What follows belongs to an exercise in optimizing a design on an open flow for small area; a production flow would make more cautious choices. Only simulation tests tie the RTL to the original design; equivalence was not proved. Power and IR drop assume default switching activity. The clock port is modelled as an ideal driver; clocking choices that lean on that would not hold on a real chip.

==> flow/design.v <==
package pio_regs_pkg;
  typedef struct packed {
    logic [15:0] int_part;
    logic [7:0]  frac;
    logic [7:0]  reserved;
  } pio_clkdiv_t;
  typedef struct packed {
    logic       exec_stalled;
    logic       side_en;
    logic       side_pindir;
    logic [4:0] jmp_pin;
    logic [4:0] out_en_sel;
    logic       inline_out_en;
    logic       out_sticky;
    logic [4:0] wrap_top;
    logic [4:0] wrap_bottom;
    logic [1:0] reserved;
    logic       status_sel;
    logic [3:0] status_n;
  } pio_execctrl_t;
  typedef struct packed {
    logic        fjoin_rx;
    logic        fjoin_tx;
    logic [4:0]  pull_thresh;
    logic [4:0]  push_thresh;
    logic        out_shiftdir;
    logic        in_shiftdir;
    logic        autopull;
    logic        autopush;
    logic [15:0] reserved;
  } pio_shiftctrl_t;
  typedef struct packed {
    logic [2:0] sideset_count;
    logic [2:0] set_count;
    logic [5:0] out_count;
    logic [4:0] in_base;
    logic [4:0] sideset_base;
    logic [4:0] set_base;
    logic [4:0] out_base;
  } pio_pinctrl_t;
  typedef union packed {
    pio_clkdiv_t             clkdiv;
    pio_execctrl_t           execctrl;
    pio_shiftctrl_t          shiftctrl;
    pio_pinctrl_t            pinctrl;
    logic [32-1:0]  raw;
  } pio_sm_word_u;
  typedef enum logic [3:0] {
    TGT_NONE,
    TGT_CTRL,
    TGT_IRQ,
    TGT_IMEM,
    TGT_CLKDIV,
    TGT_EXECCTRL,
    TGT_SHIFTCTRL,
    TGT_INSTR,
    TGT_PINCTRL
  } pio_target_e;
endpackage
`timescale 1ns/10ps
module pio_read_mux #(
  parameter int              N    = 1,
  parameter logic [N*32-1:0] MASK = '1
) (
  input  logic [N-1:0]    sel,
  input  logic [N*32-1:0] d,
  output logic [31:0]     y
);
  always_comb begin
    y = '0;
    for (int r = 0; r < N; r++)
      for (int b = 0; b < 32; b++)
        if (MASK[r*32 + b]) y[b] = y[b] | (sel[r] & d[r*32 + b]);
  end
endmodule
`timescale 1ns/10ps
module pio_regs_top (
  input  logic                               clk,
  input  logic                               reset,
  input  logic                               sel,
  input  logic                               rw,
  input  logic [12-1:0]             addr,
  input  logic [32-1:0]             wdata,
  input  logic                               irq_set,
  input  logic [2:0]                         irq_index,
  input  logic                               irq_value,
  output logic [32-1:0]             rdata,
  output logic [4-1:0]           sm_enable,
  output logic [$clog2(32)-1:0] instr_waddr,
  output logic [16-1:0]            instr_wdata,
  output logic                               instr_we
);
  localparam int NF = 5;
  localparam logic [NF*32-1:0] MASKS = {
    32'hFFFF_FFFF, 32'h0000_FFFF, 32'hFFFF_0000,
    32'h7FFF_FF9F, 32'hFFFF_FF00
  };
  localparam logic [NF*32-1:0] RSTS = {
    32'h1400_0000, 32'h0, 32'h000C_0000,
    32'h0001_F000, 32'h0001_0000
  };
  localparam logic [NF*12-1:0] OFS = {
    12'h014, 12'h010, 12'h008,
    12'h004, 12'h000
  };
  localparam logic [6:0] W_CTRL = 7'(12'h000 >> 2);
  localparam logic [6:0] W_IRQ  = 7'(12'h030 >> 2);
  localparam logic [6:0] W_IMEM = 7'(12'h048 >> 2);
  localparam logic [6:0] W_SM   = 7'(12'h0C8 >> 2);
  logic        req_wr, req_rd, rst_pend;
  logic        req_ok;
  logic [6:0]  req_w;
  logic [31:0] wd;
  always_ff @(posedge clk or posedge reset) begin
    if (reset) begin
      req_wr   <= 1'b0;
      req_rd   <= 1'b0;
      rst_pend <= 1'b1;
      wd       <= '0;
    end else begin
      req_wr   <= sel & rw;
      req_rd   <= sel & ~rw;
      rst_pend <= 1'b0;
      wd       <= wdata;
    end
  end
  always_ff @(posedge clk) begin
    req_ok <= (addr[11:9] == 3'b000) && (addr[1:0] == 2'b00);
    req_w  <= addr[8:2];
  end
  logic [NF*4-1:0] hit;
  logic hit_ctrl, hit_irq, hit_imem;
  for (genvar r = 0; r < NF*4; r++) begin : g_hit
    localparam logic [6:0] WR = W_SM + 7'((r % 4) * (12'h018 >> 2)) + 7'(OFS[(r/4)*12 +: 12] >> 2);
    assign hit[r] = req_ok && (req_w == WR);
  end
  assign hit_ctrl = req_ok && (req_w == W_CTRL);
  assign hit_irq  = req_ok && (req_w == W_IRQ);
  assign hit_imem = req_ok && (req_w >= W_IMEM) && (req_w < W_IMEM + 7'(32));
  logic [NF*4*32-1:0] q;
  for (genvar m = 0; m < 4; m++) begin : g_sm
    for (genvar f = 0; f < NF; f++) begin : g_fld
      logic en;
      localparam int R = f*4 + m;
      assign en = (req_wr & hit[R]) | rst_pend;
      for (genvar b = 0; b < 32; b++) begin : g_bit
        if (MASKS[f*32+b]) begin : g_st
          always_ff @(posedge clk)
            if (en) q[R*32+b] <= wd[b] | (rst_pend & RSTS[f*32+b]);
        end else begin : g_zero
          assign q[R*32+b] = 1'b0;
        end
      end
    end
  end
  logic [3:0] ctrl_q;
  logic [7:0] irq_q;
  always_ff @(posedge clk or posedge reset) begin
    if (reset) begin
      ctrl_q   <= '0;
      irq_q    <= '0;
      instr_we <= 1'b0;
    end else begin
      instr_we <= req_wr & hit_imem;
      if (req_wr & hit_ctrl) ctrl_q <= wd[3:0];
      if (req_wr & hit_irq) irq_q <= wd[7:0];
      else if (irq_set) irq_q[irq_index] <= irq_value;
    end
  end
  assign sm_enable = ctrl_q;
  always_ff @(posedge clk) begin
    instr_waddr <= 5'(req_w - W_IMEM);
    instr_wdata <= wd[15:0];
  end
  logic [31:0] rd_word;
  function automatic logic [(NF*4+2)*32-1:0] rd_masks();
    for (int r = 0; r < NF*4; r++) rd_masks[r*32 +: 32] = MASKS[(r/4)*32 +: 32];
    rd_masks[NF*4*32 +: 64] = {32'h0000_00FF, 32'h0000_000F};
  endfunction
  pio_read_mux #(.N(NF*4 + 2), .MASK(rd_masks())) u_read_mux (
    .sel ({hit_irq, hit_ctrl, hit}),
    .d   ({24'b0, irq_q, 28'b0, ctrl_q, q}),
    .y   (rd_word)
  );
  always_ff @(posedge clk or posedge reset) begin
    if (reset) rdata <= '0;
    else if (req_rd) rdata <= rd_word;
  end
endmodule
==> flow/flow/run.sh <==
#!/bin/bash
# The standard layout (standard.sh, with its unchanged synthesis) with two changes:
# the port buffers use the smallest buffer cell, and CTS adds no dummy loads.
# The make output goes to make.log here; ORFS keeps each step's log under orfs/logs/.
set -euo pipefail
cd "$(dirname "$0")/.."
CTS="-sink_clustering_enable -repair_clock_nets -buf_list sky130_fd_sc_hd__clkbuf_16"
CTS="$CTS -sink_clustering_size 30 -sink_clustering_max_diameter 80 -dont_use_dummy_load"
bash standard.sh \
  "BUFFER_PORTS_ARGS=-buffer_cell sky130_fd_sc_hd__buf_1" \
  "CTS_ARGS=$CTS" \
  finish > make.log 2>&1
==> flow/standard.sh <==
#!/bin/bash
# synth_recipe.tcl (not shown) runs the flow's synth.tcl, then flattens the netlist and writes it again
# the make line also repeats each setting of config.mk as NAME=value (left out here)
make -C /OpenROAD-flow-scripts/flow DESIGN_CONFIG=/design/flow/config.mk WORK_HOME=/design/flow/orfs CLKGATE_MAP_FILE= SYNTH_SCRIPT=/design/flow/synth_recipe.tcl "${@:-finish}"
==> flow/config.mk <==
export PLATFORM = sky130hd
export DESIGN_NAME = pio_regs_top
export DESIGN_NICKNAME = pio_regs_top
export VERILOG_FILES = /design/flow/design.v
export SDC_FILE = /design/flow/constraint.sdc
export NUM_CORES = 4
export LEC_CHECK = 0
export CAP_MARGIN = 20
export CORE_MARGIN = 2
export CORE_UTILIZATION = 60
export SLEW_MARGIN = 20
export SYNTH_HIERARCHICAL = 1
export SYNTH_MINIMUM_KEEP_SIZE = 0
==> flow/constraint.sdc <==
create_clock -name core_clock -period 5.0 [get_ports {clk}]
set_input_delay 1.0000 -clock core_clock [delete_from_list [all_inputs] [get_ports {clk}]]
set_output_delay 1.0000 -clock core_clock [all_outputs]
set_load 0.01 [all_outputs]
==> results of run 1 <==
[state kept, by name (all words and copies together) (netlist names)]
name	count
ctrl_q	4
irq_q	8
req_wr	1
q	468
wd	32
instr_waddr	5
rdata	32
instr_wdata	16
req_w	7
rst_pend	1
instr_we	1
req_rd	1
req_ok	1
[logic make-up after synthesis]
logic type | after synthesis | synth area share
XOR/XNOR | 4 | 0.00170
flip-flops | 577 | 0.805
other | 1 | 0.000182
buffers and inverters | 68 | 0.0174
multiplexers | 45 | 0.0265
adder cells (fa/ha/maj) | 6 | 0.00363
AO/OA/AOI/OAI | 275 | 0.113
AND/OR/NAND/NOR | 116 | 0.0325
[cell usage after synthesis, drive strengths merged, types with 3 or more instances]
cell	instances	area, µm²
a22oi	28	210
nand3	9	45.0
or2	11	68.8
nor2	27	104
nand2	9	33.8
a22o	103	902
and3	8	51.3
ha	6	75.1
dfxtp	29	581
mux2	44	537
dfrtp	79	1980
nor3	3	26.3
nor2b	3	18.8
a221oi	103	940
buf	40	253
o21bai	18	135
clkbuf	22	83.8
inv	6	22.5
o21ai	13	65.1
edfxtp	468	14100
a222oi	4	40.0
nand4	34	228
[metal layers]
layer / GRT usage / wire, µm / vias to the layer above / part of all wire
met5: 0 / 0 / - / 0
met2: 0.438 / 23200 / 466 / 0.48
met4: 0.0534 / 672 / 0 / 0.014
met1: 0.408 / 20600 / 5715 / 0.43
met3: 0.0393 / 3500 / 46 / 0.073
li1: - / - / 4693 / -
[worst min-delay path by stage]
stage / from / end / depth (start not counted)
global route: wdata[22] / wd[22]$_DFF_PP0_ / 1
global placement: req_w[0]$_DFF_P_ / instr_waddr[0]$_DFF_P_ / 0
CTS: req_w[0]$_DFF_P_ / instr_waddr[0]$_DFF_P_ / 0
detailed placement: req_w[0]$_DFF_P_ / instr_waddr[0]$_DFF_P_ / 0
finish: req_w[0]$_DFF_P_ / instr_waddr[0]$_DFF_P_ / 0
floorplan: req_w[0]$_DFF_P_ / instr_waddr[0]$_DFF_P_ / 0
[stage by stage]
stage	utilization	hold WS [ns]	setup slack, ns
CTS	0.663	0.483	1.85
finish	0.664	0.485	1.87
detailed placement	0.645	0.475	1.85
global placement	0.645	0.466	1.92
global route	0.664	0.508	1.68
floorplan	-	0.417	1.95
[cell type report]
type | count | share of cell area
Tap cell | 448 | 0.0250
Inverter | 6 | 0.00112
Timing Repair Buffer | 143 | 0.0310
Multi-Input combinational cell | 447 | 0.173
Sequential cell | 577 | 0.743
Clock buffer | 24 | 0.0268
[power breakdown]
group          internal, mW  switching, mW
clock network         0.865           1.30
registers              5.58          0.174
logic                0.0795          0.184
total                  6.52           1.66
[layout by cell type (no fill, tap or decap), types with 24 or more instances in the layout]
cell	n
clkbuf_16	24
a22o_1	103
edfxtp_1	468
dfxtp_1	29
buf_4	31
a22oi_1	28
dfrtp_1	78
nand4_1	33
mux2_2	33
a221oi_1	97
buf_1	110
[worst max-delay path, cell delays in order, from the launching register on]
cell and delay, ns:
dfxtp_1 0.35, and2b_2 0.28, and3_1 0.25, nand3_1 0.45, nor2_4 1.07, a22oi_1 0.20, and3_1 0.24, nand4_1 0.08
mux2_2 0.14
==> impl_metrics.csv, run 1 <==
group,metric,value,unit
layout,fin_nets,1258,
clock_network,cts_setup_buffers,0,
clock_network,cts_buffers,24,
sta,max_freq,319,MHz
yosys,avgSynthCellArea,18.9,µm²
yosys,synth_nets,1151,
global_route,grt_pass1_vias,10834,
worst_setup_path,ff2ff_setup_slack,1.87,ns
routing,wire_per_inst,29.2,µm
global_route,gr-total-overflow,0,
sta,finalSetupTns,0,ns
clock_network,cts_root_buffer,"clkbuf_16",
sta,final_hold_viol_count,0,
routing,ant_nets,0,
floorplan,rows,67,
floorplan,ios,111,
routing,drtIter0Drc,1132,
worst_setup_path,timing.rr.end,"rdata[3]$_DFFE_PP0P_",
yosys,ys_seq_area_frac,0.805,
power_and_ir_drop,peakVddDrop,0.302,mV
floorplan,die_area,35900,µm²
clock_network,path_clk_slew,0.10,ns
sta,fin_crit_sh,0.626,
yosys,synth_edf_count,468,
clock_network,clockBufferDepth,3,
power_and_ir_drop,powerDensity,366,nW/µm²
floorplan,coreArea,33700,µm²
clock_network,h-tree-depth,1,
worst_setup_path,worstPathArrival,3.62,ns
floorplan,die_x,190,µm
yosys,synthArstFlopShare,0.139,
worst_setup_path,r2r-start,"req_w[6]$_DFF_P_",
global_route,grt_max_degree,51,
routing,wirelength,48100,µm
global_route,track_usage,0.272,
hold_path,hold_class,"reg -> reg",
global_route,grt_pass1_wl,70800,µm
yosys,ys_types,51,
place,dpl_cell_area,21700,µm²
layout,multiInputGateArea,3860,µm²
layout,antenna_cells,0,
layout,ff_latch_area,16600,µm²
sta,setup_viol_count_final,0,
sta,tightest_slew,1.18,ns
worst_setup_path,cp-start-kind,"flip-flop",
outcome,status,"timing/DRC/antenna clean",
routing,vias_per_cell,6.64,
place,io_buffer_count,110,
worst_setup_path,reg2reg_depth,8,
place,dp.cells,1619,
place,place_hpwl,27000,µm
power_and_ir_drop,power_leakage,7.75,nW
sta,maxSlewViolCount,0,
worst_setup_path,cp_max_fo,32,
clock_network,clk_latency,0.57,ns
clock_network,cts_resized,0,
routing,drc,0,
routing,first_pass_iters,5,
power_and_ir_drop,p_total,8.18,mW
job,drv_cap,0,
layout,layout-drive-gt1-share,0.133,
worst_setup_path,cp-end-kind,"flip-flop",
floorplan,start_util,0.613,
worst_setup_path,critPathLaunch,"req_w[6]$_DFF_P_",
sta,rsz0062_at_grt,"no",
yosys,syn-cell-area,20700,µm²
clock_network,clock_sink_count,577,
global_route,antenna_found_initial,0,
sta,skew,0.0355,ns
layout,area.growth.synth_to_final,8.35,%
layout,fill_cells,2351,
clock_network,holdBufCountCts,0,
yosys,synth_seq_cells,577,
yosys,syn_inst,1092,
yosys,synth_flop_cell,"edfxtp_1",
floorplan,die_h,190,µm
place,gp_congestion,0.804,
yosys,yosys_warnings,172,
layout,fin_area,22400,µm²
layout,stdcell_count,1645,
routing,via_count,10920,
worst_setup_path,path_class,"reg -> reg",
sta,slew_headroom,0.214,
worst_setup_path,required,5.49,ns
clock_network,cts_tree,"yes",
sta,period_needed,3.13,ns
worst_setup_path,endpoint,"rdata[3]$_DFFE_PP0P_",
==> inputs of run 2 (changes only) <==
==> flow/run.sh (new file) <==
#!/bin/bash
# synth_recipe.tcl (not shown) runs the flow's synth.tcl, then flattens the netlist and writes it again
# the make line also repeats each setting of config.mk as NAME=value (left out here)
make -C /OpenROAD-flow-scripts/flow DESIGN_CONFIG=/design/flow/config.mk WORK_HOME=/design/flow/orfs CLKGATE_MAP_FILE= SYNTH_SCRIPT=/design/flow/synth_recipe.tcl finish
--- a/flow/config.mk
+++ b/flow/config.mk
@@ -8,6 +8,9 @@
 export CAP_MARGIN = 20
 export CORE_MARGIN = 2
 export CORE_UTILIZATION = 60
+export CTS_BUF_LIST = sky130_fd_sc_hd__clkbuf_16
+export CTS_CLUSTER_DIAMETER = 80
+export CTS_CLUSTER_SIZE = 30
 export SLEW_MARGIN = 20
 export SYNTH_HIERARCHICAL = 1
 export SYNTH_MINIMUM_KEEP_SIZE = 0
removed: flow/flow/run.sh
removed: flow/standard.sh
==> run 2 against run 1 <==
Compared with the run above: count of clock-buffer cells in the layout is 2 higher; combinational power is 16% higher; maximum frequency rose by 5.4%; routed wire length shrank 1.3%; clock power rose by 9.7%; worst setup slack better by 0.16 ns; global-route usage fell by 0.42 points; synthesized area unchanged; first-iteration DRC count up 7.0%; clock skew shrank 0.0091 ns; die area stayed put; sequential share of layout area decreased by 2.6 points.
==> impl_metrics.csv, run 2 <==
group,metric,value,unit
outcome,status,"timing/DRC/antenna clean",
yosys,ys_types,51,
clock_network,h-tree-depth,1,
global_route,track_usage,0.268,
floorplan,die_h,190,µm
global_route,gr-total-overflow,0,
sta,slew_headroom,0.226,
layout,reg_top3,"q x468, rdata x32, wd x32",
floorplan,die_area,35900,µm²
sta,period_needed,2.97,ns
worst_setup_path,slowest_delay,1.01,ns
routing,via_count,10948,
clock_network,cts_resized,0,
hold_path,min-delay-start,"req_w[0]$_DFF_P_",
yosys,yosys.cell_count.top_type,"edfxtp_1",
yosys,synth_nets,1151,
layout,antenna_cells,0,
yosys,synthArstFlopShare,0.139,
layout,fill_cells,2231,
clock_network,cts_setup_buffers,0,
routing,drtIter0Drc,1211,
sta,tightest_slew,1.16,ns
sta,max_freq,337,MHz
worst_setup_path,required,5.50,ns
worst_setup_path,timing.rr.end,"rdata[20]$_DFFE_PP0P_",
yosys,yosys_warnings,172,
worst_setup_path,cp_top_family,"simple AND/OR/NAND/NOR gates",
yosys,synth_top_cell_by_area,"edfxtp_1",
yosys,synth_common_cells,"edfxtp_1 (468), a22o_1 (103), a221oi_1 (97), dfrtp_1 (79)",
yosys,synth_edf_count,468,
yosys,avgSynthCellArea,18.9,µm²
worst_setup_path,worstPathArrival,3.47,ns
clock_network,path_clk_slew,0.11,ns
hold_path,hold_path_end,"instr_waddr[0]$_DFF_P_",
routing,vias_per_cell,6.58,
sta,setup_viol_count_final,0,
routing,ant_nets,0,
power_and_ir_drop,peakVddDrop,0.375,mV
layout,area.growth.synth_to_final,12.3,%
place,place_hpwl,26600,µm
sta,fin_crit_sh,0.594,
global_route,grt_max_degree,59,
clock_network,clockBufferDepth,3,
layout,layout-drive-gt1-share,0.138,
worst_setup_path,path_class,"reg -> reg",
yosys,ys_top_cells_by_area,"edfxtp_1 (68%), dfrtp_1 (9.6%), a22o_1 (4.4%)",
floorplan,die_x,190,µm
yosys,ys_seq_area_frac,0.805,
global_route,top_usage_layer,"met2",
global_route,globalRouteMet2Util,0.418,
global_route,antenna_found_initial,0,
sta,skew,0.0263,ns
global_route,use_met3,0.0413,
clock_network,clk_latency,0.58,ns
routing,first_pass_iters,5,
worst_setup_path,critical_path.slowest_cell,"nor2_2",
layout,ff_latch_area,16600,µm²
power_and_ir_drop,p_total,8.43,mW
clock_network,cts_buffers,24,
place,io_buffer_count,110,
sta,rsz0062_at_grt,"no",
layout,largest_register,"q",
power_and_ir_drop,power_leakage,8.14,nW
routing,wirelength,47400,µm
layout,multiInputGateArea,3850,µm²
layout,fin_nets,1258,
yosys,post-synth-top-area-fraction,0.680,
sta,final_hold_viol_count,0,
hold_path,whs_path_depth,0,
yosys,synth_seq_cells,577,
global_route,grtUsageMet1,0.411,
layout,largest_register_ffs,468,
job,drv_cap,0,
yosys,syn_inst,1092,
yosys,syn-cell-area,20700,µm²
worst_setup_path,r2r-start,"req_w[6]$_DFF_P_",
place,gp_congestion,0.767,
sta,finalSetupTns,0,ns
worst_setup_path,reg2reg_depth,7,
clock_network,cts_tree,"yes",
clock_network,cts_root_buffer,"clkbuf_16",
floorplan,start_util,0.613,
floorplan,rows,67,
hold_path,hold_class,"reg -> reg",
floorplan,ios,111,
yosys,synth_flop_cell,"edfxtp_1",
layout,final_cell_mix,"edfxtp_1 (468), clkdlybuf4s50_1 (110), a22o_1 (103)",
clock_network,holdBufCountCts,0,
routing,drc,0,
sta,maxSlewViolCount,0,
layout,final_common_cell,"edfxtp_1",
floorplan,coreArea,33700,µm²
global_route,grt_pass1_vias,10760,
worst_setup_path,cp-start-kind,"flip-flop",
routing,wire_per_inst,28.5,µm
worst_setup_path,ff2ff_setup_slack,2.03,ns
global_route,grt_pass1_wl,69800,µm
power_and_ir_drop,powerDensity,363,nW/µm²
worst_setup_path,path_buf_inv,0,
clock_network,clock_sink_count,577,
worst_setup_path,cp-end-kind,"flip-flop",
worst_setup_path,crit_path_cell_trace,"and2b_2 -> and3_1 -> nand3b_1 -> nor2_2 -> a221oi_1 -> nand4_1 -> mux2_2",
worst_setup_path,cp_max_fo,16,
## run 2: cell counts after synthesis
Identical to the previous run, type by type.
## run 2: worst max-delay path by stage
stage                       endpoint             start  slack [ns]  cells after the start
2_1_floorplan  ctrl_q[0]$_DFFE_PP0P_             reset        1.95                      1
3_3_place_gp   rdata[28]$_DFFE_PP0P_  req_w[2]$_DFF_P_        2.09                      8
3_5_place_dp    irq_q[0]$_DFFE_PP0P_      irq_index[0]        2.04                      7
4_1_cts             q[208]$_DFFE_PP_  req_w[6]$_DFF_P_        2.04                      5
5_1_grt        rdata[19]$_DFFE_PP0P_  req_w[6]$_DFF_P_        1.86                      9
6_report       rdata[20]$_DFFE_PP0P_  req_w[6]$_DFF_P_        2.03                      7
## run 2: final cells by class
class | instances | share of cell area
sequential | 577 | 0.717
multi-input combinational | 447 | 0.166
timing repair buffer | 143 | 0.0590
clock buffer | 26 | 0.0280
tap | 448 | 0.0242
clock inverter | 18 | 0.00464
inverter | 6 | 0.00108
## run 2: where the power goes
| part | internal [mW] | switching [mW] | leakage (nW) | total (mW) |
|---|---|---|---|---|
| combinational | 0.119 | 0.185 | 1.87 | 0.304 |
| clock | 0.973 | 1.40 | 0.413 | 2.38 |
| sequential | 5.58 | 0.167 | 5.86 | 5.75 |
| total | 6.67 | 1.76 | 8.14 | 8.43 |
## run 2: cell families after synthesis
group,after synthesis,share of synthesized area
AND/OR/NAND/NOR,116,0.0325
buffers and inverters,68,0.0174
other,1,0.000182
adder cells (fa/ha/maj),6,0.00363
multiplexers,45,0.0265
XOR/XNOR,4,0.00170
AO/OA/AOI/OAI,275,0.113
flip-flops,577,0.805
## run 2: through the flow
step | cell area [µm²] | cells | setup WS (ns) | hold WS (ns) | utilization
3_3_place_gp | 22400 | 1620 | 2.09 | 0.436 | 0.665
4_1_cts | 23200 | 1664 | 2.04 | 0.479 | 0.688
5_1_grt | 23200 | 1665 | 1.86 | 0.515 | 0.688
2_1_floorplan | 20700 | 1092 | 1.95 | 0.417 | -
6_report | 23200 | 1665 | 2.03 | 0.476 | 0.688
3_5_place_dp | 22400 | 1620 | 2.04 | 0.463 | 0.665
## run 2: routing by layer
metal | wire length (µm) | vias to the layer above
met2 | 22100 | 526
met4 | 907 | 0
met3 | 4320 | 66
met1 | 20000 | 5629
met5 | 0 | -
li1 | - | 4727
==> inputs of run 3 (changes only) <==
--- a/flow/design.v
+++ b/flow/design.v
@@ -66,12 +66,74 @@
   input  logic [N*32-1:0] d,
   output logic [31:0]     y
 );
-  always_comb begin
-    y = '0;
+  function automatic int count(input int b);
+    count = 0;
+    for (int r = 0; r < N; r++) count += MASK[r*32 + b];
+  endfunction
+  function automatic int nth(input int b, input int k);
+    int c;
+    c = 0;
+    nth = 0;
     for (int r = 0; r < N; r++)
-      for (int b = 0; b < 32; b++)
-        if (MASK[r*32 + b]) y[b] = y[b] | (sel[r] & d[r*32 + b]);
-  end
+      if (MASK[r*32 + b]) begin
+        if (c == k) nth = r;
+        c++;
+      end
+  endfunction
+  for (genvar b = 0; b < 32; b++) begin : g_bit
+    localparam int C = count(b);
+    localparam int G = C / 3;
+    localparam int P = C - 3*G;
+    logic [G-1:0] t;
+    logic [P:0]   pa, pb;   
+    for (genvar g = 0; g < G; g++) begin : g_grp
+      localparam int R0 = nth(b, 3*g);
+      localparam int R1 = nth(b, 3*g + 1);
+      localparam int R2 = nth(b, 3*g + 2);
+      pio_aoi222 u_aoi (
+        .a1(sel[R0]), .b1(d[R0*32 + b]),
+        .a2(sel[R1]), .b2(d[R1*32 + b]),
+        .a3(sel[R2]), .b3(d[R2*32 + b]),
+        .y(t[g]));
+    end
+    for (genvar k = 0; k < P; k++) begin : g_pair
+      localparam int RK = nth(b, 3*G + k);
+      assign pa[k] = sel[RK];
+      assign pb[k] = d[RK*32 + b];
+    end
+    assign pa[P] = 1'b0;
+    assign pb[P] = 1'b0;
+    if (P == 0) begin : g_nand
+      pio_nand_n #(.M(G)) u_or (.t(t), .y(y[b]));
+    end else begin : g_tail
+      pio_or_tail #(.M(G), .P(P)) u_or (.t(t), .a(pa[P-1:0]), .b(pb[P-1:0]), .y(y[b]));
+    end
+  end
+endmodule
+module pio_aoi222 (
+  input  logic a1, b1, a2, b2, a3, b3,
+  output logic y
+);
+  assign y = ~((a1 & b1) | (a2 & b2) | (a3 & b3));
+endmodule
+module pio_or_tail #(
+  parameter int M = 2,
+  parameter int P = 1
+) (
+  input  logic [M-1:0] t,
+  input  logic [P-1:0] a,
+  input  logic [P-1:0] b,
+  output logic         y
+);
+  assign y = ~&t | |(a & b);
+endmodule
+module pio_nand_n #(
+  parameter int M = 2
+) (
+  input  logic [M-1:0] t,
+  output logic         y
+);
+  assign y = ~&t;
 endmodule
 `timescale 1ns/10ps
 module pio_regs_top (
@@ -173,17 +235,17 @@
     instr_wdata <= wd[15:0];
   end
   logic [31:0] rd_word;
-  function automatic logic [(NF*4+2)*32-1:0] rd_masks();
+  function automatic logic [(NF*4+3)*32-1:0] rd_masks();
     for (int r = 0; r < NF*4; r++) rd_masks[r*32 +: 32] = MASKS[(r/4)*32 +: 32];
-    rd_masks[NF*4*32 +: 64] = {32'h0000_00FF, 32'h0000_000F};
+    rd_masks[NF*4*32 +: 96] = {32'hFFFF_FFFF, 32'h0000_00FF, 32'h0000_000F};
   endfunction
-  pio_read_mux #(.N(NF*4 + 2), .MASK(rd_masks())) u_read_mux (
-    .sel ({hit_irq, hit_ctrl, hit}),
-    .d   ({24'b0, irq_q, 28'b0, ctrl_q, q}),
+  pio_read_mux #(.N(NF*4 + 3), .MASK(rd_masks())) u_read_mux (
+    .sel ({~req_rd, {(NF*4+2){req_rd}} & {hit_irq, hit_ctrl, hit}}),
+    .d   ({rdata, 24'b0, irq_q, 28'b0, ctrl_q, q}),
     .y   (rd_word)
   );
   always_ff @(posedge clk or posedge reset) begin
     if (reset) rdata <= '0;
-    else if (req_rd) rdata <= rd_word;
-  end
-endmodule
+    else rdata <= rd_word;
+  end
+endmodule
==> flow/flow/run.sh (new file) <==
#!/bin/bash
# The standard layout (standard.sh, with its unchanged synthesis) with two changes:
# the port buffers use the smallest buffer cell, and CTS adds no dummy loads.
# The make output goes to make.log here; ORFS keeps each step's log under orfs/logs/.
set -euo pipefail
cd "$(dirname "$0")/.."
CTS="-sink_clustering_enable -repair_clock_nets -buf_list sky130_fd_sc_hd__clkbuf_16"
CTS="$CTS -sink_clustering_size 35 -sink_clustering_max_diameter 70 -dont_use_dummy_load"
bash standard.sh \
  "BUFFER_PORTS_ARGS=-buffer_cell sky130_fd_sc_hd__buf_1" \
  "CTS_ARGS=$CTS" \
  finish > make.log 2>&1
==> flow/standard.sh (new file) <==
#!/bin/bash
# synth_recipe.tcl (not shown) runs the flow's synth.tcl, then flattens the netlist and writes it again
# the make line also repeats each setting of config.mk as NAME=value (left out here)
make -C /OpenROAD-flow-scripts/flow DESIGN_CONFIG=/design/flow/config.mk WORK_HOME=/design/flow/orfs CLKGATE_MAP_FILE= SYNTH_SCRIPT=/design/flow/synth_recipe.tcl "${@:-finish}"
==> flow/config.mk (replaced) <==
export PLATFORM = sky130hd
export DESIGN_NAME = pio_regs_top
export DESIGN_NICKNAME = pio_regs_top
export VERILOG_FILES = /design/flow/design.v
export SDC_FILE = /design/flow/constraint.sdc
export NUM_CORES = 4
export LEC_CHECK = 0
export CAP_MARGIN = 20
export CORE_MARGIN = 2
export CORE_UTILIZATION = 70
export PLACE_DENSITY = 0.75
export SLEW_MARGIN = 20
export SYNTH_HIERARCHICAL = 1
export SYNTH_MINIMUM_KEEP_SIZE = 0
removed: flow/run.sh
==> run 3 against run 2 <==
Compared with the run above: still clean; global-route usage increased by 4.4 points; via count increased by 2.6%; synthesized area decreased by 3.6%; synthesized cell count decreased by 6.5%; core utilization increased by 9.0 points; routed wire length decreased by 2.6%; first-iteration DRC count increased by 82%; register-to-register slack got worse by 0.28 ns; die area decreased by 17%; total power decreased by 3.1%; final area decreased by 6.2%; clock skew increased by 0.031 ns.
==> impl_metrics.csv, run 3 <==
group,metric,value,unit
outcome,status,"timing/DRC/antenna clean",
yosys,synth_top_cell_by_area,"edfxtp_1",
layout,stdcell_count,1548,
routing,m1WireLength,16700,µm
global_route,grt_pass1_vias,11190,
worst_setup_path,path_class,"reg -> reg",
worst_setup_path,cp-start-kind,"flip-flop",
routing,ant_nets,0,
floorplan,die_x,173,µm
yosys,synth_nets,1080,
floorplan,coreArea,27900,µm²
clock_network,path_clk_slew,0.11,ns
layout,layout-drive-gt1-share,0.0897,
yosys,synth_flop_cell,"edfxtp_1",
clock_network,holdBufCountCts,0,
routing,first_pass_iters,9,
worst_setup_path,cp-end-kind,"flip-flop",
job,drv_cap,0,
power_and_ir_drop,power_leakage,7.63,nW
layout,fin_nets,1231,
routing,dr_wl_met3,5050,µm
yosys,synthArstFlopShare,0.139,
yosys,syn_inst,1021,
sta,layout_setup_ws,1.74,ns
sta,holdWs,0.481,ns
place,gp_congestion,0.842,
place,io_buffer_count,110,
yosys,synth_common_cells,"edfxtp_1 (468), a222oi_1 (153), dfrtp_1 (79), nand2_1 (39), nand3_1 (37)",
place,pre_cts_ws,1.91,ns
routing,via_count,11238,
layout,largest_register_ffs,468,
sta,skew,0.0572,ns
power_and_ir_drop,netSwitchingFraction,0.199,
power_and_ir_drop,peakVddDrop,0.380,mV
yosys,ys_seq_area_frac,0.835,
layout,fill_cells,1596,
power_and_ir_drop,powerDensity,375,nW/µm²
routing,drc,0,
floorplan,die_area,29800,µm²
place,place_hpwl,25800,µm
layout,antenna_cells,0,
routing,wl_met2,23100,µm
power_and_ir_drop,intPower,6.54,mW
routing,routed.top_layer,"met4",
place,dp.cells,1523,
power_and_ir_drop,power_frac_seq,0.704,
floorplan,start_util,0.713,
clock_network,cts_buffers,25,
worst_setup_path,required,5.49,ns
sta,rsz0062_at_grt,"no",
worst_setup_path,worstPathArrival,3.75,ns
power_and_ir_drop,p_switching,1.62,mW
global_route,antenna_found_initial,1,
global_route,gr-total-overflow,0,
clock_network,cts_root_buffer,"clkbuf_16",
sta,setup_viol_count_final,0,
clock_network,clock_sink_count,577,
layout,reg_top3,"q x468, rdata x32, wd x32",
yosys,ys_types,47,
place,dpl_cell_area,21100,µm²
layout,area.growth.synth_to_final,9.23,%
routing,wire_per_inst,29.8,µm
power_and_ir_drop,p_comb_frac,0.030,
yosys,yosys.cell_count.top_type,"edfxtp_1",
clock_network,cts_resized,0,
layout,final_util,0.779,
yosys,syn-cell-area,19900,µm²
sta,period_needed,3.26,ns
clock_network,clockBufferDepth,3,
worst_setup_path,cp_max_fo,17,
floorplan,die_h,173,µm
layout,final_common_cell,"edfxtp_1",
clock_network,cts_setup_buffers,0,
floorplan,rows,61,
clock_network,cts_tree,"yes",
layout,largest_register,"q",
routing,vias_per_cell,7.26,
sta,maxSlewViolCount,0,
yosys,synth_seq_cells,577,
power_and_ir_drop,p_total,8.16,mW
global_route,grt_pass1_wl,68900,µm
sta,max_freq,307,MHz
global_route,grt_max_degree,64,
sta,slew_headroom,0.203,
sta,finalSetupTns,0,ns
hold_path,hold_class,"reg -> reg",
routing,drtIter0Drc,2199,
global_route,track_usage,0.312,
sta,final_hold_viol_count,0,
power_and_ir_drop,power_frac_clock,0.266,
clock_network,clk_latency,0.58,ns
yosys,yosys_warnings,171,
floorplan,ios,111,
layout,fin_area,21800,µm²
sta,fin_crit_sh,0.651,
layout,final_cell_mix,"edfxtp_1 (468), a222oi_1 (153), buf_1 (110)",
routing,wirelength,46200,µm
yosys,ys_top_cells_by_area,"edfxtp_1 (71%), dfrtp_1 (9.9%), a222oi_1 (7.7%)",
yosys,post-synth-top-area-fraction,0.706,
clock_network,h-tree-depth,1,
yosys,synth_edf_count,468,
sta,tightest_slew,1.19,ns
yosys,avgSynthCellArea,19.5,µm²
-- run 3: changes by cell type after synthesis, sizes merged, moves of 12 or more --
cell / change
a221oi: -103
nand4: -28
a22oi: -27
nand3: +28
nand2: +30
clkbuf: -12
buf: -36
mux2: -40
a22o: -80
a222oi: +149
or3: +25
-- run 3: worst max-delay path, stage by stage, from the launching register on --
cell	delay (ns)
dfxtp_1	0.43
nor3b_1	0.41
nand3_1	0.47
nor2_2	1.04
buf_4	0.45
a222oi_1	0.15
nand3_1	0.10
or3_1	0.11
-- run 3: final timing paths --
check	start	to	slack, ns	depth (start not counted)
setup / recovery	req_ok$_DFF_P_	rdata[14]$_DFF_PP0_	1.74	7
hold / removal	q[451]$_DFFE_PP_	rdata[3]$_DFF_PP0_	0.48	2
setup reg to reg	req_ok$_DFF_P_	rdata[14]$_DFF_PP0_	1.74	7
hold reg to reg	q[451]$_DFFE_PP_	rdata[3]$_DFF_PP0_	0.48	2
max in group asynchronous	reset	rst_pend$_DFF_PP1_	3.32	3
min in group asynchronous	reset	wd[23]$_DFF_PP0_	0.65	2
-- run 3: power groups by stage --
stage / logic, mW / clock network, mW / registers, mW
floorplan: 0.127 / 0 / 5.79
CTS: 0.249 / 2.19 / 5.74
finish: 0.248 / 2.17 / 5.74
detailed placement: 0.249 / 0 / 5.85
global route: 0.267 / 2.34 / 5.78
global placement: 0.240 / 0 / 5.82
-- run 3: metal layers --
layer	track usage	up-vias
met5	0	-
met4	0.104	0
met3	0.0457	101
met2	0.522	779
met1	0.436	5662
li1	-	4696
-- run 3: kinds of logic after synthesis --
family	count (synthesis)	share of synthesized area
multiplexers	4	0.00226
buffers and inverters	26	0.00503
flip-flops	577	0.835
other	1	0.000188
AND/OR/NAND/NOR	183	0.0488
adder cells (fa/ha/maj)	6	0.00377
AO/OA/AOI/OAI	220	0.103
XOR/XNOR	4	0.00176
-- run 3: layout make-up --
type / instances / area [µm²] / share of cell area
tap: 378 / 473 / 0.0217
timing repair buffer: 138 / 643 / 0.0296
multi-input combinational: 418 / 3330 / 0.153
clock buffer: 25 / 626 / 0.0288
sequential: 577 / 16600 / 0.765
inverter: 12 / 47.5 / 0.00219
-- run 3: per-module statistics from Yosys (local to each module, per instance), excerpt --
module,flops+latches,times used,cell area [µm²],cells inside
pio_regs_top,577,1,17700,758
pio_aoi222,0,153,10.0,1
==> inputs of run 4 (changes only) <==
--- a/flow/flow/run.sh
+++ b/flow/flow/run.sh
@@ -5,7 +5,7 @@
 set -euo pipefail
 cd "$(dirname "$0")/.."
 CTS="-sink_clustering_enable -repair_clock_nets -buf_list sky130_fd_sc_hd__clkbuf_16"
-CTS="$CTS -sink_clustering_size 35 -sink_clustering_max_diameter 70 -dont_use_dummy_load"
+CTS="$CTS -sink_clustering_size 30 -sink_clustering_max_diameter 80 -dont_use_dummy_load"
 bash standard.sh \
   "BUFFER_PORTS_ARGS=-buffer_cell sky130_fd_sc_hd__buf_1" \
   "CTS_ARGS=$CTS" \
--- a/flow/config.mk
+++ b/flow/config.mk
@@ -7,8 +7,8 @@
 export LEC_CHECK = 0
 export CAP_MARGIN = 20
 export CORE_MARGIN = 2
-export CORE_UTILIZATION = 70
-export PLACE_DENSITY = 0.75
+export CORE_UTILIZATION = 80
+export PLACE_DENSITY = 0.85
 export SLEW_MARGIN = 20
 export SYNTH_HIERARCHICAL = 1
 export SYNTH_MINIMUM_KEEP_SIZE = 0
==> run 4 against run 3 <==
Compared with the run above: still clean on timing, DRC and antenna; routed wire length up 13%; total power about the same; combinational power up 4%; count of clock-buffer cells in the layout down 2; worst setup slack worse by 0.12 ns; first-iteration DRC count up 47%; synthesized area unchanged.
==> impl_metrics.csv, run 4 <==
group,metric,value,unit
routing,first_pass_iters,10,
floorplan,coreArea,24400,µm²
clock_network,cts_root_buffer,"clkbuf_16",
routing,wire_per_inst,35.0,µm
clock_network,holdBufCountCts,0,
clock_network,clk_latency,0.56,ns
worst_setup_path,critical_path.slowest_cell,"nor3_2",
worst_setup_path,timing.rr.end,"rdata[4]$_DFF_PP0_",
place,dpl_cell_area,21100,µm²
place,io_buffer_count,110,
yosys,synth_top_cell_by_area,"edfxtp_1",
yosys,avgSynthCellArea,19.5,µm²
yosys,syn-cell-area,19900,µm²
floorplan,rows,57,
sta,max_freq,296,MHz
yosys,ys_seq_area_frac,0.835,
layout,layout-drive-gt1-share,0.0880,
yosys,ys_top_cells_by_area,"edfxtp_1 (71%), dfrtp_1 (9.9%), a222oi_1 (7.7%)",
routing,ant_nets,0,
place,place_hpwl,27700,µm
routing,drc,0,
sta,slew_headroom,0.191,
layout,largest_register,"q",
global_route,antenna_found_initial,1,
worst_setup_path,path_class,"reg -> reg",
routing,via_count,12217,
hold_path,hold_class,"reg -> reg",
layout,fin_area,21700,µm²
floorplan,die_h,162,µm
worst_setup_path,slowest_delay,0.85,ns
outcome,status,"timing/DRC/antenna clean",
place,pre_cts_ws,1.83,ns
floorplan,ios,111,
worst_setup_path,critPathLaunch,"req_w[3]$_DFF_P_",
layout,largest_register_ffs,468,
layout,area.growth.synth_to_final,8.74,%
global_route,grt_max_degree,50,
yosys,ys_types,47,
clock_network,clock_sink_count,577,
yosys,post-synth-top-area-fraction,0.706,
clock_network,h-tree-depth,1,
global_route,grt_pass1_vias,12157,
yosys,synth_common_cells,"edfxtp_1 (468), a222oi_1 (153), dfrtp_1 (79), nand2_1 (39), nand3_1 (37)",
yosys,syn_inst,1021,
floorplan,die_x,162,µm
worst_setup_path,cp_max_fo,14,
sta,finalSetupTns,0,ns
layout,reg_top3,"q x468, rdata x32, wd x32",
worst_setup_path,reg2reg_depth,7,
clock_network,path_clk_slew,0.11,ns
worst_setup_path,endpoint,"rdata[4]$_DFF_PP0_",
yosys,synth_nets,1080,
sta,final_hold_viol_count,0,
sta,setup_viol_count_final,0,
yosys,synth_edf_count,468,
yosys,synthArstFlopShare,0.139,
global_route,gr-total-overflow,0,
sta,layout_setup_ws,1.62,ns
sta,holdWs,0.483,ns
clock_network,cts_buffers,23,
yosys,yosys.cell_count.top_type,"edfxtp_1",
clock_network,clockBufferDepth,3,
worst_setup_path,cp-start-kind,"flip-flop",
global_route,grt_pass1_wl,75400,µm
layout,final_common_cell,"edfxtp_1",
worst_setup_path,cp-end-kind,"flip-flop",
routing,vias_per_cell,8.18,
layout,antenna_cells,0,
place,dp.cells,1470,
power_and_ir_drop,peakVddDrop,0.387,mV
yosys,yosys_warnings,171,
floorplan,start_util,0.817,
global_route,track_usage,0.403,
sta,tightest_slew,1.21,ns
power_and_ir_drop,power_leakage,7.61,nW
clock_network,cts_setup_buffers,0,
worst_setup_path,ff2ff_setup_slack,1.62,ns
sta,fin_crit_sh,0.676,
worst_setup_path,crit_path_cell_trace,"nand3_1 -> or2_2 -> nor3_2 -> buf_4 -> a222oi_1 -> nand4_1 -> a221o_1",
layout,fill_cells,903,
layout,final_cell_mix,"edfxtp_1 (468), a222oi_1 (153), buf_1 (110)",
worst_setup_path,r2r-start,"req_w[3]$_DFF_P_",
routing,wirelength,52400,µm
layout,stdcell_count,1494,
worst_setup_path,required,5.50,ns
floorplan,die_area,26200,µm²
yosys,synth_seq_cells,577,
worst_setup_path,worstPathArrival,3.88,ns
sta,period_needed,3.38,ns
sta,rsz0062_at_grt,"no",
yosys,synth_flop_cell,"edfxtp_1",
job,drv_cap,0,
power_and_ir_drop,powerDensity,377,nW/µm²
layout,fin_nets,1231,
clock_network,cts_resized,0,
sta,maxSlewViolCount,0,
clock_network,cts_tree,"yes",
place,gp_congestion,0.866,
routing,drtIter0Drc,3240,
sta,skew,0.0507,ns
## run 4: changes by cell type in the layout (fill, tap and decap cells not counted)
cell and change:
nor2_1 +1, buf_12 +2, buf_4 +1, o21bai_4 +1
clkinv_1 +1, o21bai_2 -1, clkbuf_16 -2, inv_2 -1
nor2_4 -1, buf_16 -1
## run 4: area by class of cell
| type | count | area, µm² | area share |
|---|---|---|---|
| multi-input combinational | 418 | 3330 | 0.154 |
| sequential | 577 | 16600 | 0.768 |
| inverter | 12 | 47.5 | 0.00220 |
| clock buffer | 23 | 576 | 0.0266 |
| tap | 324 | 405 | 0.0187 |
| timing repair buffer | 140 | 663 | 0.0306 |
## run 4: logic make-up after synthesis
logic type | after synthesis | share of synthesized area
other | 1 | 0.000188
multiplexers | 4 | 0.00226
AO/OA/AOI/OAI | 220 | 0.103
XOR/XNOR | 4 | 0.00176
buffers and inverters | 26 | 0.00503
flip-flops | 577 | 0.835
AND/OR/NAND/NOR | 183 | 0.0488
adder cells (fa/ha/maj) | 6 | 0.00377
## run 4: Yosys stat by module, one instance, submodules excluded, excerpt
module	copies in the design	cell area, µm²
pio_aoi222	153	10.0
pio_regs_top	1	17700
## run 4: critical path: cells and delay by family, from the launching register on
kind / cells / cell delay, ns
buffers and inverters: 1 / 0.41
DFF: 1 / 0.62
AOI/OAI and AO/OA: 2 / 0.31
and+or+nand+nor: 4 / 1.96
## run 4: worst min-delay path by stage
stage / startpoint / to / slack, ns / cells after the start
2_1_floorplan: req_w[0]$_DFF_P_ / instr_waddr[0]$_DFF_P_ / 0.38 / 0
3_3_place_gp: q[578]$_DFFE_PP_ / rdata[2]$_DFF_PP0_ / 0.46 / 2
3_5_place_dp: q[578]$_DFFE_PP_ / rdata[2]$_DFF_PP0_ / 0.47 / 2
4_1_cts: q[610]$_DFFE_PP_ / rdata[2]$_DFF_PP0_ / 0.48 / 2
5_1_grt: q[610]$_DFFE_PP_ / rdata[2]$_DFF_PP0_ / 0.48 / 2
6_report: q[610]$_DFFE_PP_ / rdata[2]$_DFF_PP0_ / 0.48 / 2
## run 4: metrics by stage
| stage | total power, mW | util |
|---|---|---|
| floorplan | 5.91 | - |
| global placement | 6.06 | 0.863 |
| detailed placement | 6.11 | 0.863 |
| CTS | 8.12 | 0.887 |
| global route | 8.34 | 0.888 |
| finish | 8.17 | 0.888 |
## run 4: layer usage
layer	share of wire	global-route usage
met5	0	0
met4	0.054	0.213
met3	0.16	0.0845
met2	0.48	0.639
met1	0.30	0.543
## run 4: report_power, final
part	total [mW]	internal, mW	leakage (nW)	switching [mW]
clock	2.13	0.831	0.283	1.30
combinational	0.259	0.0638	1.48	0.195
sequential	5.78	5.58	5.85	0.198
total	8.17	6.48	7.61	1.69
==> inputs of run 5 (changes only) <==
--- a/flow/config.mk
+++ b/flow/config.mk
@@ -7,8 +7,7 @@
 export LEC_CHECK = 0
 export CAP_MARGIN = 20
 export CORE_MARGIN = 2
-export CORE_UTILIZATION = 80
-export PLACE_DENSITY = 0.85
+export CORE_UTILIZATION = 60
 export SLEW_MARGIN = 20
 export SYNTH_HIERARCHICAL = 1
 export SYNTH_MINIMUM_KEEP_SIZE = 0
==> run 5 against run 4 <==
Compared with the run above: routed wire length decreased by 8.7%; core utilization down 22 points; synthesized cell count is the same; still clean; non-clock buffer count is 3 higher; highest routed layer unchanged; via count down 11%; cell count rose by 8.3%; sequential power fell by 0.9%; largest power group unchanged; global-route usage shrank 12 points.
==> impl_metrics.csv, run 5 <==
group,metric,value,unit
layout,final_util,0.671,
yosys,post-synth-top-area-fraction,0.706,
layout,multiInputGateArea,3340,µm²
worst_setup_path,ff2ff_setup_slack,1.88,ns
global_route,grt_max_degree,52,
clock_network,cts_resized,0,
sta,slew_headroom,0.216,
yosys,ys_top_cells_by_area,"edfxtp_1 (71%), dfrtp_1 (9.9%), a222oi_1 (7.7%)",
place,place_hpwl,26200,µm
clock_network,h-tree-depth,1,
worst_setup_path,cp-end-kind,"flip-flop",
place,dpl_cell_area,21200,µm²
hold_path,hold_path_end,"rdata[3]$_DFF_PP0_",
floorplan,die_x,186,µm
sta,period_needed,3.12,ns
worst_setup_path,cp_top_family,"simple AND/OR/NAND/NOR gates",
worst_setup_path,r2r-start,"req_w[3]$_DFF_P_",
routing,wire_per_inst,29.6,µm
sta,finalSetupTns,0,ns
sta,skew,0.0497,ns
routing,ant_nets,0,
clock_network,cts_setup_buffers,0,
worst_setup_path,path_buf_inv,0,
yosys,ys_types,47,
layout,fill_cells,2251,
routing,first_pass_iters,8,
power_and_ir_drop,powerDensity,376,nW/µm²
routing,via_count,10864,
clock_network,path_clk_slew,0.09,ns
sta,rsz0062_at_grt,"no",
layout,largest_register,"q",
yosys,yosys_warnings,171,
global_route,grt_pass1_wl,69600,µm
global_route,gr-total-overflow,0,
worst_setup_path,slowest_delay,0.87,ns
layout,area.growth.synth_to_final,9.94,%
floorplan,rows,66,
yosys,ys_seq_area_frac,0.835,
global_route,track_usage,0.282,
hold_path,min-delay-start,"q[579]$_DFFE_PP_",
worst_setup_path,worstPathArrival,3.64,ns
worst_setup_path,cp-start-kind,"flip-flop",
routing,vias_per_cell,6.71,
yosys,synth_top_cell_by_area,"edfxtp_1",
yosys,syn_inst,1021,
power_and_ir_drop,power_leakage,7.67,nW
clock_network,holdBufCountCts,0,
yosys,yosys.cell_count.top_type,"edfxtp_1",
worst_setup_path,reg2reg_depth,6,
routing,drc,0,
clock_network,cts_tree,"yes",
power_and_ir_drop,peakVddDrop,0.264,mV
clock_network,clockBufferDepth,3,
floorplan,coreArea,32600,µm²
yosys,synth_flop_cell,"edfxtp_1",
layout,final_common_cell,"edfxtp_1",
yosys,syn-cell-area,19900,µm²
hold_path,hold_class,"reg -> reg",
yosys,synthArstFlopShare,0.139,
worst_setup_path,cp_max_fo,29,
worst_setup_path,path_class,"reg -> reg",
layout,ff_latch_area,16600,µm²
layout,fin_nets,1237,
clock_network,cts_root_buffer,"clkbuf_16",
layout,fin_area,21900,µm²
sta,final_hold_viol_count,0,
layout,largest_register_ffs,468,
clock_network,clock_sink_count,577,
worst_setup_path,critical_path.slowest_cell,"nor2_4",
floorplan,die_h,186,µm
layout,reg_top3,"q x468, rdata x32, wd x32",
worst_setup_path,timing.rr.end,"rdata[11]$_DFF_PP0_",
worst_setup_path,required,5.52,ns
clock_network,clk_latency,0.59,ns
yosys,avgSynthCellArea,19.5,µm²
yosys,synth_common_cells,"edfxtp_1 (468), a222oi_1 (153), dfrtp_1 (79), nand2_1 (39), nand3_1 (37)",
yosys,synth_edf_count,468,
layout,final_cell_mix,"edfxtp_1 (468), a222oi_1 (153), buf_1 (110)",
sta,max_freq,320,MHz
floorplan,start_util,0.611,
sta,tightest_slew,1.17,ns
routing,wirelength,47800,µm
place,io_buffer_count,110,
global_route,grt_pass1_vias,10763,
floorplan,die_area,34700,µm²
hold_path,whs_path_depth,2,
sta,setup_viol_count_final,0,
sta,maxSlewViolCount,0,
layout,antenna_cells,0,
worst_setup_path,cpMostUsedCell,"nand3_1",
yosys,synth_nets,1080,
clock_network,cts_buffers,26,
yosys,synth_seq_cells,577,
worst_setup_path,crit_path_cell_trace,"nand3_1 -> or2_2 -> nor2_4 -> a222oi_1 -> nand3_1 -> or3_1",
place,gp_congestion,0.826,
sta,fin_crit_sh,0.624,
layout,layout-drive-gt1-share,0.0961,
routing,drtIter0Drc,1582,
global_route,antenna_found_initial,0,
outcome,status,"timing/DRC/antenna clean",
job,drv_cap,0,
floorplan,ios,111,
## run 5: cell counts after synthesis
No cell type changed its count.
## run 5: cell families (layout without fill, tap and decap cells)
kind of cell | count (synthesis) | in the layout | synth area share
AO/OA/AOI/OAI | 220 | 220 | 0.103
XOR/XNOR | 4 | 4 | 0.00176
adder cells (fa/ha/maj) | 6 | 6 | 0.00377
buffers and inverters | 26 | 181 | 0.00503
flip-flops | 577 | 577 | 0.835
multiplexers | 4 | 4 | 0.00226
other | 1 | 1 | 0.000188
AND/OR/NAND/NOR | 183 | 183 | 0.0488
## run 5: layout make-up
cell class / count / area share
Tap cell: 442 / 0.0253
Clock buffer: 26 / 0.0297
Sequential cell: 577 / 0.760
Timing Repair Buffer: 143 / 0.0307
Multi-Input combinational cell: 418 / 0.152
Inverter: 12 / 0.00217
## run 5: report_power, final
part           switching, mW  internal (mW)
combinational          0.187         0.0622
clock                   1.32          0.930
sequential             0.156           5.58
## run 5: layer usage
metal  up-vias  track usage  share of wire
met5         -            0              0
met4         0       0.0809          0.028
met3        84       0.0347          0.078
met2       499        0.474           0.49
met1      5576        0.396           0.40
li1       4705            -              -
## run 5: worst max-delay path by stage
stage / end / slack (ns) / cells past startpoint / from
after floorplan: rdata[10]$_DFF_PP0_ / 0.97 / 7 / req_w[0]$_DFF_P_
after global placement: q[572]$_DFFE_PP_ / 2.06 / 4 / req_w[3]$_DFF_P_
after detailed placement: rdata[4]$_DFF_PP0_ / 1.99 / 7 / req_ok$_DFF_P_
after CTS: rdata[20]$_DFF_PP0_ / 1.96 / 7 / req_ok$_DFF_P_
after global routing: rdata[11]$_DFF_PP0_ / 1.73 / 6 / req_w[3]$_DFF_P_
final: rdata[11]$_DFF_PP0_ / 1.88 / 6 / req_w[3]$_DFF_P_
## run 5: worst min-delay path, stage by stage, from the launching register on
cell	delay, ns
edfxtp_1	0.32
a222oi_1	0.07
nand3_1	0.07
## run 5: per-stage QoR
stage	hold slack (ns)	instances	power, mW	setup slack [ns]
after global placement	0.462	1592	6.07	2.06
after global routing	0.493	1618	8.49	1.73
final	0.456	1618	8.23	1.88
after detailed placement	0.460	1592	6.09	1.99
after CTS	0.461	1618	8.27	1.96
after floorplan	0.382	1021	5.91	0.970
## run 5: modules after synthesis, one instance, submodules excluded, excerpt
module | cells inside | area, µm² | times used | flops+latches
pio_regs_top | 758 | 17700 | 1 | 577
pio_aoi222 | 1 | 10.0 | 153 | 0
==> inputs of run 6 (changes only) <==
--- a/flow/flow/run.sh
+++ b/flow/flow/run.sh
@@ -5,7 +5,7 @@
 set -euo pipefail
 cd "$(dirname "$0")/.."
 CTS="-sink_clustering_enable -repair_clock_nets -buf_list sky130_fd_sc_hd__clkbuf_16"
-CTS="$CTS -sink_clustering_size 30 -sink_clustering_max_diameter 80 -dont_use_dummy_load"
+CTS="$CTS -sink_clustering_size 40 -sink_clustering_max_diameter 60 -dont_use_dummy_load"
 bash standard.sh \
   "BUFFER_PORTS_ARGS=-buffer_cell sky130_fd_sc_hd__buf_1" \
   "CTS_ARGS=$CTS" \
--- a/flow/config.mk
+++ b/flow/config.mk
@@ -7,7 +7,8 @@
 export LEC_CHECK = 0
 export CAP_MARGIN = 20
 export CORE_MARGIN = 2
-export CORE_UTILIZATION = 60
+export CORE_UTILIZATION = 75
+export PLACE_DENSITY = 0.8
 export SLEW_MARGIN = 20
 export SYNTH_HIERARCHICAL = 1
 export SYNTH_MINIMUM_KEEP_SIZE = 0
==> run 6 against run 5 <==
Compared with the run above: clock skew is 0.030 ns higher; die area is 20% lower; global-route usage is 6.5 points higher; first-iteration DRC count is 44% higher; total power is 4.6% higher; critical endpoint is now rdata[4]$_DFF_PP0_.
==> impl_metrics.csv, run 6 <==
group,metric,value,unit
outcome,status,"timing/DRC/antenna clean",
power_and_ir_drop,p_comb_frac,0.029,
hold_path,hold_class,"reg -> reg",
clock_network,clock_sink_count,577,
floorplan,ios,111,
sta,skew,0.0799,ns
layout,largest_register,"q",
worst_setup_path,reg2reg_depth,7,
yosys,ys_top_cells_by_area,"edfxtp_1 (71%), dfrtp_1 (9.9%), a222oi_1 (7.7%)",
worst_setup_path,slowest_delay,0.83,ns
worst_setup_path,critPathLaunch,"req_w[3]$_DFF_P_",
power_and_ir_drop,netSwitchingFraction,0.200,
yosys,synthArstFlopShare,0.139,
worst_setup_path,required,5.47,ns
global_route,track_usage,0.347,
floorplan,die_h,167,µm
worst_setup_path,worstPathArrival,3.67,ns
yosys,avgSynthCellArea,19.5,µm²
layout,final_cell_mix,"edfxtp_1 (468), a222oi_1 (153), buf_1 (110)",
yosys,ys_types,47,
worst_setup_path,r2r-start,"req_w[3]$_DFF_P_",
layout,final_common_cell,"edfxtp_1",
layout,reg_top3,"q x468, rdata x32, wd x32",
clock_network,clockBufferDepth,3,
sta,period_needed,3.20,ns
layout,fin_area,21900,µm²
yosys,yosys.cell_count.top_type,"edfxtp_1",
yosys,synth_flop_cell,"edfxtp_1",
yosys,yosys_warnings,171,
clock_network,h-tree-depth,2,
floorplan,rows,59,
layout,layout-drive-gt1-share,0.0965,
worst_setup_path,cp_max_fo,24,
routing,drc,0,
worst_setup_path,timing.rr.end,"rdata[4]$_DFF_PP0_",
layout,fin_nets,1242,
power_and_ir_drop,peakVddDrop,0.408,mV
yosys,synth_seq_cells,577,
clock_network,cts_resized,0,
global_route,antenna_found_initial,0,
floorplan,start_util,0.764,
layout,largest_register_ffs,468,
worst_setup_path,path_buf_inv,1,
worst_setup_path,critical_path.slowest_cell,"nor3_2",
sta,rsz0062_at_grt,"no",
clock_network,path_clk_slew,0.12,ns
routing,wirelength,47600,µm
sta,max_freq,313,MHz
place,place_hpwl,26000,µm
power_and_ir_drop,powerDensity,393,nW/µm²
yosys,synth_nets,1080,
yosys,ys_seq_area_frac,0.835,
routing,ant_nets,0,
sta,finalSetupTns,0,ns
job,drv_cap,0,
worst_setup_path,cp_top_family,"simple AND/OR/NAND/NOR gates",
yosys,synth_top_cell_by_area,"edfxtp_1",
sta,maxSlewViolCount,0,
clock_network,cts_root_buffer,"clkbuf_16",
worst_setup_path,cp-end-kind,"flip-flop",
floorplan,die_x,167,µm
sta,tightest_slew,1.16,ns
worst_setup_path,cp-start-kind,"flip-flop",
layout,antenna_cells,0,
routing,first_pass_iters,9,
clock_network,cts_setup_buffers,0,
clock_network,cts_tree,"yes",
global_route,grt_max_degree,49,
routing,wire_per_inst,31.4,µm
yosys,syn_inst,1021,
layout,area.growth.synth_to_final,10.1,%
sta,holdWs,0.474,ns
yosys,post-synth-top-area-fraction,0.706,
clock_network,holdBufCountCts,0,
power_and_ir_drop,power_leakage,7.75,nW
clock_network,clk_latency,0.58,ns
power_and_ir_drop,p_switching,1.72,mW
yosys,synth_common_cells,"edfxtp_1 (468), a222oi_1 (153), dfrtp_1 (79), nand2_1 (39), nand3_1 (37)",
worst_setup_path,ff2ff_setup_slack,1.80,ns
yosys,synth_edf_count,468,
sta,setup_viol_count_final,0,
routing,vias_per_cell,7.59,
floorplan,die_area,27900,µm²
place,io_buffer_count,110,
worst_setup_path,crit_path_cell_trace,"nand3_1 -> or2_2 -> nor3_2 -> buf_12 -> a222oi_1 -> nand4_1 -> a221o_1",
power_and_ir_drop,power_frac_seq,0.668,
sta,final_hold_viol_count,0,
power_and_ir_drop,power_frac_clock,0.303,
global_route,gr-total-overflow,0,
worst_setup_path,endpoint,"rdata[4]$_DFF_PP0_",
place,dpl_cell_area,21100,µm²
global_route,grt_pass1_vias,11805,
worst_setup_path,path_class,"reg -> reg",
worst_setup_path,cp.depth,7,
power_and_ir_drop,intPower,6.89,mW
routing,via_count,11502,
sta,slew_headroom,0.219,
place,gp_congestion,0.876,
routing,drtIter0Drc,2284,
yosys,syn-cell-area,19900,µm²
sta,fin_crit_sh,0.639,
clock_network,cts_buffers,35,
global_route,grt_pass1_wl,71000,µm
layout,fill_cells,1177,
floorplan,coreArea,26100,µm²
## run 6: logic make-up (layout without fill, tap and decap cells)
group / after synthesis / after routing / synth area share
other: 1 / 1 / 0.000188
multiplexers: 4 / 4 / 0.00226
AND/OR/NAND/NOR: 183 / 183 / 0.0488
AO/OA/AOI/OAI: 220 / 220 / 0.103
XOR/XNOR: 4 / 4 / 0.00176
buffers and inverters: 26 / 186 / 0.00503
adder cells (fa/ha/maj): 6 / 6 / 0.00377
flip-flops: 577 / 577 / 0.835
## run 6: layer usage
layer | wire length, µm | track usage | vias to the layer above | part of all wire
li1 | - | - | 4714 | -
met1 | 16500 | 0.488 | 5676 | 0.35
met2 | 23300 | 0.557 | 998 | 0.49
met3 | 6420 | 0.0646 | 114 | 0.13
met4 | 1380 | 0.136 | 0 | 0.029
met5 | 0 | 0 | - | 0
## run 6: power by group through the flow
stage | clock network (mW) | logic (mW) | registers [mW]
after floorplan | 0 | 0.127 | 5.79
after global placement | 0 | 0.238 | 5.82
after detailed placement | 0 | 0.244 | 5.85
after CTS | 2.62 | 0.245 | 5.75
after global routing | 2.78 | 0.264 | 5.79
final | 2.61 | 0.247 | 5.75
## run 6: metrics by stage
stage / cells / util / power, mW / worst slack (ns)
3_3_place_gp: 1481 / 0.808 / 6.06 / 2.10
4_1_cts: 1516 / 0.842 / 8.62 / 1.98
5_1_grt: 1516 / 0.842 / 8.83 / 1.74
3_5_place_dp: 1481 / 0.808 / 6.10 / 1.97
6_report: 1516 / 0.842 / 8.61 / 1.80
2_1_floorplan: 1021 / - / 5.91 / 0.970
## run 6: worst min-delay path by stage
stage | cells past startpoint | end | slack, ns | from
after CTS | 2 | rdata[2]$_DFF_PP0_ | 0.47 | q[578]$_DFFE_PP_
after global placement | 2 | rdata[3]$_DFF_PP0_ | 0.45 | q[579]$_DFFE_PP_
after floorplan | 0 | instr_waddr[0]$_DFF_P_ | 0.38 | req_w[0]$_DFF_P_
after detailed placement | 2 | rdata[1]$_DFF_PP0_ | 0.47 | q[577]$_DFFE_PP_
final | 0 | instr_wdata[5]$_DFF_P_ | 0.47 | wd[5]$_DFF_PP0_
after global routing | 2 | rdata[5]$_DFF_PP0_ | 0.50 | q[485]$_DFFE_PP_
## run 6: layout make-up
type | count | area [µm²] | share of cell area
sequential | 577 | 16600 | 0.759
tap | 335 | 419 | 0.0191
multi-input combinational | 418 | 3310 | 0.151
clock buffer | 35 | 876 | 0.0399
inverter | 12 | 47.5 | 0.00217
timing repair buffer | 139 | 643 | 0.0293
## run 6: worst reg2reg max path, stage by stage, from the launching register on
cell and delay, ns:
dfxtp_1 0.58, nand3_1 0.47, or2_2 0.52, nor3_2 0.83, buf_12 0.32, a222oi_1 0.16
nand4_1 0.16, a221o_1 0.11
## run 6: modules after synthesis (local to each module, per instance), a selection
module,cells,times used,flops+latches,area (µm²)
pio_aoi222,1,153,0,10.0
pio_regs_top,758,1,577,17700
==> inputs of run 7 (changes only) <==
==> flow/flow/run.sh (replaced) <==
#!/bin/bash
# The standard layout (standard.sh, with its unchanged synthesis) with two changes:
# the port buffers use the smallest buffer cell, and CTS adds no dummy loads.
# The make output goes to make.log here; ORFS keeps each step's log under orfs/logs/.
set -euo pipefail
cd "$(dirname "$0")/.."
CTS="-sink_clustering_enable -repair_clock_nets -buf_list sky130_fd_sc_hd__clkbuf_8"
CTS="$CTS -sink_clustering_size 18 -sink_clustering_max_diameter 50 -dont_use_dummy_load"
bash standard.sh \
  "BUFFER_PORTS_ARGS=-buffer_cell sky130_fd_sc_hd__buf_1" \
  "CTS_ARGS=$CTS" \
  finish > make.log 2>&1
==> run 7 against run 6 <==
Compared with the run above: total power decreased by 6.6%; final area decreased by 1.4%; worst setup slack got worse by 0.080 ns; register-to-register slack got worse by 0.08 ns; critical endpoint unchanged.
==> impl_metrics.csv, run 7 <==
group,metric,value,unit
yosys,synth_compound_area_frac,0.103,
worst_setup_path,cp-start-kind,"flip-flop",
layout,stdcell_count,1523,
routing,ant_nets,0,
sta,holdWs,0.481,ns
routing,via_count,11444,
routing,routed.top_layer,"met4",
hold_path,hold_path_end,"rdata[2]$_DFF_PP0_",
worst_setup_path,reg2reg_depth,7,
yosys,synth_flop_cell,"edfxtp_1",
worst_setup_path,timing.rr.end,"rdata[4]$_DFF_PP0_",
yosys,synth-simple-area-share,0.0488,
sta,final_hold_viol_count,0,
routing,drc,0,
clock_network,cts_resized,0,
layout,largest_register_ffs,468,
yosys,synthAdderAreaFrac,0.00377,
routing,drtIter0Drc,2211,
clock_network,clk_latency,0.60,ns
worst_setup_path,worstPathArrival,3.79,ns
worst_setup_path,cp-end-kind,"flip-flop",
place,dp.cells,1481,
layout,largest_register,"q",
hold_path,hold_class,"reg -> reg",
yosys,ys_top_cells_by_area,"edfxtp_1 (71%), dfrtp_1 (9.9%), a222oi_1 (7.7%)",
place,pre_cts_ws,1.97,ns
floorplan,die_x,167,µm
routing,wirelength,46500,µm
yosys,syn_inst,1021,
clock_network,clockBufferDepth,3,
outcome,status,"timing/DRC/antenna clean",
yosys,synth_common_cells,"edfxtp_1 (468), a222oi_1 (153), dfrtp_1 (79), nand2_1 (39), nand3_1 (37)",
global_route,grt_max_degree,49,
yosys,ys_types,47,
worst_setup_path,cp_max_fo,24,
routing,vias_per_cell,7.51,
global_route,gr-total-overflow,0,
hold_path,min-delay-start,"q[578]$_DFFE_PP_",
place,place_hpwl,26000,µm
clock_network,cts_buffers,42,
layout,reg_top3,"q x468, rdata x32, wd x32",
power_and_ir_drop,peakVddDrop,0.418,mV
job,drv_cap,0,
routing,wl_met2,22800,µm
layout,antenna_cells,0,
yosys,synthArstFlopShare,0.139,
worst_setup_path,ff2ff_setup_slack,1.72,ns
clock_network,holdBufCountCts,0,
yosys,synth_nets,1080,
routing,m1WireLength,16300,µm
layout,final_common_cell,"edfxtp_1",
yosys,post-synth-top-area-fraction,0.706,
hold_path,whs_path_depth,2,
floorplan,die_area,27900,µm²
global_route,grt_pass1_vias,11592,
global_route,track_usage,0.340,
sta,finalSetupTns,0,ns
worst_setup_path,r2r-start,"req_w[3]$_DFF_P_",
place,gp_congestion,0.876,
yosys,muxShareOfSynthArea,0.00226,
yosys,yosys.cell_count.top_type,"edfxtp_1",
power_and_ir_drop,powerDensity,372,nW/µm²
sta,max_freq,305,MHz
worst_setup_path,path_class,"reg -> reg",
yosys,synth_seq_cells,577,
global_route,grt_pass1_wl,69600,µm
sta,rsz0062_at_grt,"no",
yosys,synth_top_family_by_area,"compound AO/OA/AOI/OAI gates",
routing,dr_wl_met3,6180,µm
sta,maxSlewViolCount,0,
sta,fin_crit_sh,0.655,
[run 7: cell type report]
cell class / count / area [µm²]
sequential: 577 / 16600
fill: 1214 / 4430
multi-input combinational: 418 / 3310
timing repair buffer: 139 / 643
clock buffer: 42 / 578
tap: 335 / 419
inverter: 12 / 47.5
[run 7: cell families after synthesis]
kind of cell | Yosys count
multiplexers | 4
adder cells (fa/ha/maj) | 6
buffers and inverters | 26
flip-flops | 577
XOR/XNOR | 4
other | 1
AND/OR/NAND/NOR | 183
AO/OA/AOI/OAI | 220
[run 7: worst max-delay path by stage]
stage / depth (start not counted) / endpoint / slack, ns
global route: 7 / rdata[4]$_DFF_PP0_ / 1.62
finish: 7 / rdata[4]$_DFF_PP0_ / 1.72
CTS: 7 / rdata[4]$_DFF_PP0_ / 1.90
detailed placement: 7 / rdata[4]$_DFF_PP0_ / 1.97
global placement: 7 / rdata[4]$_DFF_PP0_ / 2.10
floorplan: 7 / rdata[10]$_DFF_PP0_ / 0.97
[run 7: power by group]
group | switching [mW] | internal, mW | total [mW]
sequential | 0.167 | 5.58 | 5.75
clock | 1.29 | 0.756 | 2.05
combinational | 0.185 | 0.0609 | 0.246
[run 7: per-stage QoR]
step           utilization  instance area (µm²)
2_1_floorplan            -                19900
3_3_place_gp         0.808                21100
3_5_place_dp         0.808                21100
4_1_cts              0.830                21600
5_1_grt              0.830                21600
6_report             0.830                21600
[run 7: worst max-delay path, stage by stage, from the launching register on]
cell      delay [ns]
dfxtp_1         0.62
nand3_1         0.46
or2_2           0.51
nor3_2          0.84
buf_12          0.31
a222oi_1        0.14
nand4_1         0.16
a221o_1         0.13
[run 7: per-layer routing]
layer	GRT usage	vias up
met5	0	-
met4	0.123	0
met3	0.0608	107
met2	0.544	966
met1	0.486	5651
li1	-	4720
[run 7: modules after synthesis, one instance, submodules excluded, a selection]
module	times used	area (µm²)	flip-flops and latches	cells
pio_aoi222	153	10.0	0	1
pio_regs_top	1	17700	577	758

Check on run 7: ideal ports give 1.723 ns setup slack; a clkbuf_16 on the clock port and buf_2 on the inputs give 1.723 ns; moving port delays by the midpoint clock arrival (0.618 ns) as well gives 1.723 ns.
